What follows belongs to an exercise in optimizing a design on an open flow for small area and a short achievable clock period; a production flow would make more cautious choices.
At most, simulation tests tie the RTL to the original design; equivalence was not proved.
The clock port is modelled as an ideal driver; clocking choices that lean on that would not hold on a real chip.
Power is estimated from default activity; no workload was simulated.

==> module speedSampler, before the edit <==
module speedSampler #(
	parameter int unsigned windowCycles = 500000
) (
	input  logic clk,
	input  logic reset,
	input  logic [7-1:0][16-1:0] countA,
	input  logic [7-1:0][16-1:0] countB,
	input  logic [7-1:0] riseA,	 
	input  logic [7-1:0] riseB,
	input  logic towerTick,
	output logic clearCounts,
	output logic running,	 
	output logic speedValid,	 
	output logic [7-1:0][16-1:0] axisSpeed,
	output logic [16-1:0] towerSpeed
);
	logic windowEnd;	 
	logic windowLate;	 
	logic [16-1:0] towerCount;
	generate
		if (windowCycles == 500000) begin : genLfsr
			localparam logic [18:0] LAST_BUT_TWO = 19'h2ad12;
			logic [18:0] winState;
			always_ff @(posedge clk) begin
				if (!running) begin
					winState <= 19'd1;
				end else if (windowEnd) begin
					winState <= 19'd0;
				end else begin
					winState <= {winState[17:0], ~(winState[18] ^ winState[17] ^ winState[16] ^ winState[13])};
				end
			end
			always_ff @(posedge clk, posedge reset) begin
				if (reset) begin
					windowLate <= 1'b0;
					windowEnd <= 1'b0;
				end else begin
					windowLate <= running & (winState == LAST_BUT_TWO);
					windowEnd <= windowLate;
				end
			end
		end else begin : genBinary
			localparam int winWidth = (windowCycles > 1) ? $clog2(windowCycles) : 1;
			logic [winWidth-1:0] winCount;
			always_ff @(posedge clk, posedge reset) begin
				if (reset) begin
					winCount <= '0;
				end else if (winCount == winWidth'(windowCycles - 1)) begin
					winCount <= '0;
				end else begin
					winCount <= winCount + 1'b1;
				end
			end
			assign windowEnd = (winCount == winWidth'(windowCycles - 1));
			assign windowLate = (winCount == winWidth'(windowCycles - 2));
		end
	endgenerate
	always_ff @(posedge clk, posedge reset) begin
		if (reset) begin
			running <= 1'b0;
		end else begin
			running <= 1'b1;
		end
	end
	assign clearCounts = windowEnd | ~running;
	always_ff @(posedge clk) begin
		if (clearCounts) begin
			towerCount <= 16'(towerTick);
		end else begin
			towerCount <= towerCount + 16'(towerTick);
		end
	end
	logic [7-1:0] lowCarry;
	logic [7-1:0][16-1:0] pairHalf;
	always_ff @(posedge clk) begin
		for (int i = 0; i < 7; i++) begin
			lowCarry[i] <= ((10'(countA[i][7:0]) + 10'(countB[i][7:0]) + 10'(riseA[i]) + 10'(riseB[i])) >= 10'd256)
				& ~(riseA[i] & (&countA[i][7:0])) & ~(riseB[i] & (&countB[i][7:0]));
		end
	end
	always_comb begin
		for (int i = 0; i < 7; i++) begin
			logic [8:0] lowSum;
			logic [8:0] highSum;
			lowSum = 9'(countA[i][7:0]) + 9'(countB[i][7:0]);
			highSum = 9'(countA[i][15:8]) + 9'(countB[i][15:8]) + 9'(lowCarry[i]);
			pairHalf[i] = {highSum, lowSum[7:1]};
		end
	end
	always_ff @(posedge clk, posedge reset) begin
		if (reset) begin
			speedValid <= 1'b0;
		end else if (windowEnd) begin
			speedValid <= 1'b1;
		end
	end
	always_ff @(posedge clk) begin
		if (windowEnd) begin
			axisSpeed <= pairHalf;
			towerSpeed <= towerCount;
		end
	end
endmodule
==> module beaconDecoder, before the edit <==
module beaconDecoder #(
	parameter int unsigned glitchTicks = 20
) (
	input  logic clk,
	input  logic reset,
	input  logic towerA,
	input  logic laserSync,
	input  logic laserSign,
	input  logic running,	 
	output logic beaconValid,	 
	output logic towerTick,
	output logic towerTurn,
	output logic [16-1:0] beaconStart,
	output logic [16-1:0] beaconEnd
);
	localparam int tickWidth = (glitchTicks > 0) ? $clog2(glitchTicks + 1) : 1;
	logic [1:0] syncTower;
	logic [1:0] syncPulse;
	logic [1:0] syncSign;
	logic towerPrev;
	logic pulsePrev;
	logic turnEdge;	 
	logic signHigh;
	logic [16-1:0] angle;
	robotSensorPkg::beaconState_t state;
	logic [tickWidth-1:0] gapTicks;
	logic [16-1:0] pendingStart;
	logic [16-1:0] pendingEnd;
	logic captureStart;
	logic captureEnd;
	logic holdExpired;
	always_ff @(posedge clk, posedge reset) begin
		if (reset) begin
			syncTower <= '0;
			syncPulse <= '0;
			syncSign <= '0;
			towerPrev <= 1'b0;
			pulsePrev <= 1'b0;
		end else begin
			syncTower <= {syncTower[0], towerA};
			syncPulse <= {syncPulse[0], laserSync};
			syncSign <= {syncSign[0], laserSign};
			towerPrev <= syncTower[1];
			pulsePrev <= syncPulse[1];
		end
	end
	assign towerTick = syncTower[1] & ~towerPrev;
	assign turnEdge = syncPulse[1] & ~pulsePrev;
	assign signHigh = syncSign[1];
	always_ff @(posedge clk, posedge reset) begin
		if (reset) begin
			towerTurn <= 1'b0;
		end else if (turnEdge) begin
			towerTurn <= ~towerTurn;
		end
	end
	always_ff @(posedge clk) begin
		if (turnEdge | ~running) begin
			angle <= '0;
		end else begin
			angle <= angle + 16'(towerTick);
		end
	end
	assign captureStart = (state == robotSensorPkg::beaconIdle) & signHigh;
	assign captureEnd = (state == robotSensorPkg::beaconReceiving) & ~signHigh;
	assign holdExpired = (state == robotSensorPkg::beaconGap) & (gapTicks == tickWidth'(glitchTicks));
	always_ff @(posedge clk, posedge reset) begin
		if (reset) begin
			state <= robotSensorPkg::beaconIdle;
			beaconValid <= 1'b0;
		end else begin
			case (state)
				robotSensorPkg::beaconIdle: begin
					if (captureStart) begin
						state <= robotSensorPkg::beaconReceiving;
					end
				end
				robotSensorPkg::beaconReceiving: begin
					if (captureEnd) begin
						state <= robotSensorPkg::beaconGap;
					end
				end
				robotSensorPkg::beaconGap: begin
					if (holdExpired) begin
						state <= robotSensorPkg::beaconIdle;
						beaconValid <= 1'b1;
					end else if (signHigh) begin
						state <= robotSensorPkg::beaconReceiving;	 
					end
				end
				default: state <= robotSensorPkg::beaconIdle;
			endcase
		end
	end
	always_ff @(posedge clk) begin
		if (captureEnd) begin
			gapTicks <= '0;
		end else if ((state == robotSensorPkg::beaconGap) && !holdExpired && !signHigh && towerTick) begin
			gapTicks <= gapTicks + 1'b1;
		end
	end
	always_ff @(posedge clk) begin
		if (holdExpired) begin
			beaconStart <= pendingStart;
			beaconEnd <= pendingEnd;
		end
	end
	always_ff @(posedge clk) begin
		if (captureStart) begin
			pendingStart <= angle;
		end
		if (captureEnd) begin
			pendingEnd <= angle;	 
		end
	end
endmodule
export LEC_CHECK = 0
export CAP_MARGIN = 20
export CORE_MARGIN = 2
export CORE_UTILIZATION = 65
export PLACE_DENSITY = 0.77
export SETUP_SLACK_MARGIN = 1.9
export SLEW_MARGIN = 20
create_clock -name core_clock -period 4.0 [get_ports {clk}]
standard.sh (not shown) runs the stock make flow with config.mk's settings and CLKGATE_MAP_FILE= SYNTH_SCRIPT=/design/flow/synth_recipe.tcl, a recipe that flattens the netlist after the stock synthesis.
==> flow/flow/run.sh <==
#!/bin/bash
# The standard layout, with the port buffers as plain buffers, sizing not tied to
# footprints, clock tree synthesis without dummy loads, and extra setup repair after it
bash standard.sh MATCH_CELL_FOOTPRINT=0 "BUFFER_PORTS_ARGS=-buffer_cell sky130_fd_sc_hd__buf_2" \
  "CTS_ARGS=-sink_clustering_enable -repair_clock_nets -dont_use_dummy_load -sink_clustering_size 30 -sink_clustering_max_diameter 80" \
  POST_CTS_TCL=$(pwd)/flow/post_cts.tcl finish > standard.log 2>&1
==> flow/flow/post_cts.tcl <==
# extra setup repair after clock tree synthesis: the standard repair stops at its worst
# endpoint, so repeat it, sizing up and buffering, to reach the paths behind that one
for {set i 0} {$i < 3} {incr i} {
  repair_timing -setup -setup_margin $::env(SETUP_SLACK_MARGIN) -repair_tns 100 \
    -sequence "sizeup,swap,buffer,clone,split" -verbose
}
detailed_placement
check_placement -verbose
Next try:
--- a/flow/design.v
+++ b/flow/design.v
@@ -93,25 +93,19 @@
 	logic [16-1:0] towerCount;
 	generate
 		if (windowCycles == 500000) begin : genLfsr
 			localparam logic [18:0] LAST_BUT_TWO = 19'h2ad12;
 			logic [18:0] winState;
-			always_ff @(posedge clk) begin
-				if (!running) begin
-					winState <= 19'd1;
-				end else if (windowEnd) begin
-					winState <= 19'd0;
-				end else begin
-					winState <= {winState[17:0], ~(winState[18] ^ winState[17] ^ winState[16] ^ winState[13])};
-				end
-			end
 			always_ff @(posedge clk, posedge reset) begin
 				if (reset) begin
+					winState <= '0;
 					windowLate <= 1'b0;
 					windowEnd <= 1'b0;
 				end else begin
-					windowLate <= running & (winState == LAST_BUT_TWO);
+					winState <= windowEnd ? 19'd0 :
+						{winState[17:0], ~(winState[18] ^ winState[17] ^ winState[16] ^ winState[13])};
+					windowLate <= (winState == LAST_BUT_TWO);
 					windowEnd <= windowLate;
 				end
 			end
 		end else begin : genBinary
 			localparam int winWidth = (windowCycles > 1) ? $clog2(windowCycles) : 1;
@@ -243,10 +237,11 @@
 	assign captureEnd = (state == robotSensorPkg::beaconReceiving) & ~signHigh;
 	assign holdExpired = (state == robotSensorPkg::beaconGap) & (gapTicks == tickWidth'(glitchTicks));
 	always_ff @(posedge clk, posedge reset) begin
 		if (reset) begin
 			state <= robotSensorPkg::beaconIdle;
+			gapTicks <= '0;
 			beaconValid <= 1'b0;
 		end else begin
 			case (state)
 				robotSensorPkg::beaconIdle: begin
 					if (captureStart) begin
@@ -254,32 +249,28 @@
 					end
 				end
 				robotSensorPkg::beaconReceiving: begin
 					if (captureEnd) begin
 						state <= robotSensorPkg::beaconGap;
+						gapTicks <= '0;
 					end
 				end
 				robotSensorPkg::beaconGap: begin
 					if (holdExpired) begin
 						state <= robotSensorPkg::beaconIdle;
 						beaconValid <= 1'b1;
 					end else if (signHigh) begin
 						state <= robotSensorPkg::beaconReceiving;	 
+					end else if (towerTick) begin
+						gapTicks <= gapTicks + 1'b1;
 					end
 				end
 				default: state <= robotSensorPkg::beaconIdle;
 			endcase
 		end
 	end
 	always_ff @(posedge clk) begin
-		if (captureEnd) begin
-			gapTicks <= '0;
-		end else if ((state == robotSensorPkg::beaconGap) && !holdExpired && !signHigh && towerTick) begin
-			gapTicks <= gapTicks + 1'b1;
-		end
-	end
-	always_ff @(posedge clk) begin
 		if (holdExpired) begin
 			beaconStart <= pendingStart;
 			beaconEnd <= pendingEnd;
 		end
 	end
After rerunning: Combinational power came out higher by 32%; non-clock buffer count came out lower by 9; global-route usage came out lower by 1.2 points; routed wire length came out lower by about 2.3%; clock skew came out higher by 0.032 ns; register-to-register slack gains 0.07 ns; via count came out higher by about 0.8%; sequential share of layout area came out higher by 0.42 points.
For the first run of this note, only the layout was checked, not whether the RTL still works.

-- what the ideal ports hide --
Ports are ideal in the flow. The routed layouts listed here were re-timed in OpenROAD. Step 1 sets driving cells, clkbuf_16 on the clock port and buf_2 on the other inputs (assumed; they add their load-dependent delay and slew). Step 2 adds t to the input delays and takes it off the output delays; t is the mean of the earliest and latest rising clock arrival at the registers after step 1. Input paths then give back, and output paths get back, about the clock's delay inside the block. Slacks: ideal / step 1 / step 2; pairs: ideal / step 1.
| run | shift t [ns] | setup slack, ns | slew at the worst register clock pin (ns) |
|---|---|---|---|
| the first run | 0.649 | 1.802 / 1.802 / 1.311 | 0.11 / 0.11 |
| the second run | 0.643 | 1.870 / 1.870 / 1.368 | 0.12 / 0.12 |
After both steps every run listed still meets setup and hold. For the second run, which loses most, drivers alone change the setup slack by 0.000 ns; drivers and shift together by -0.502 ns.
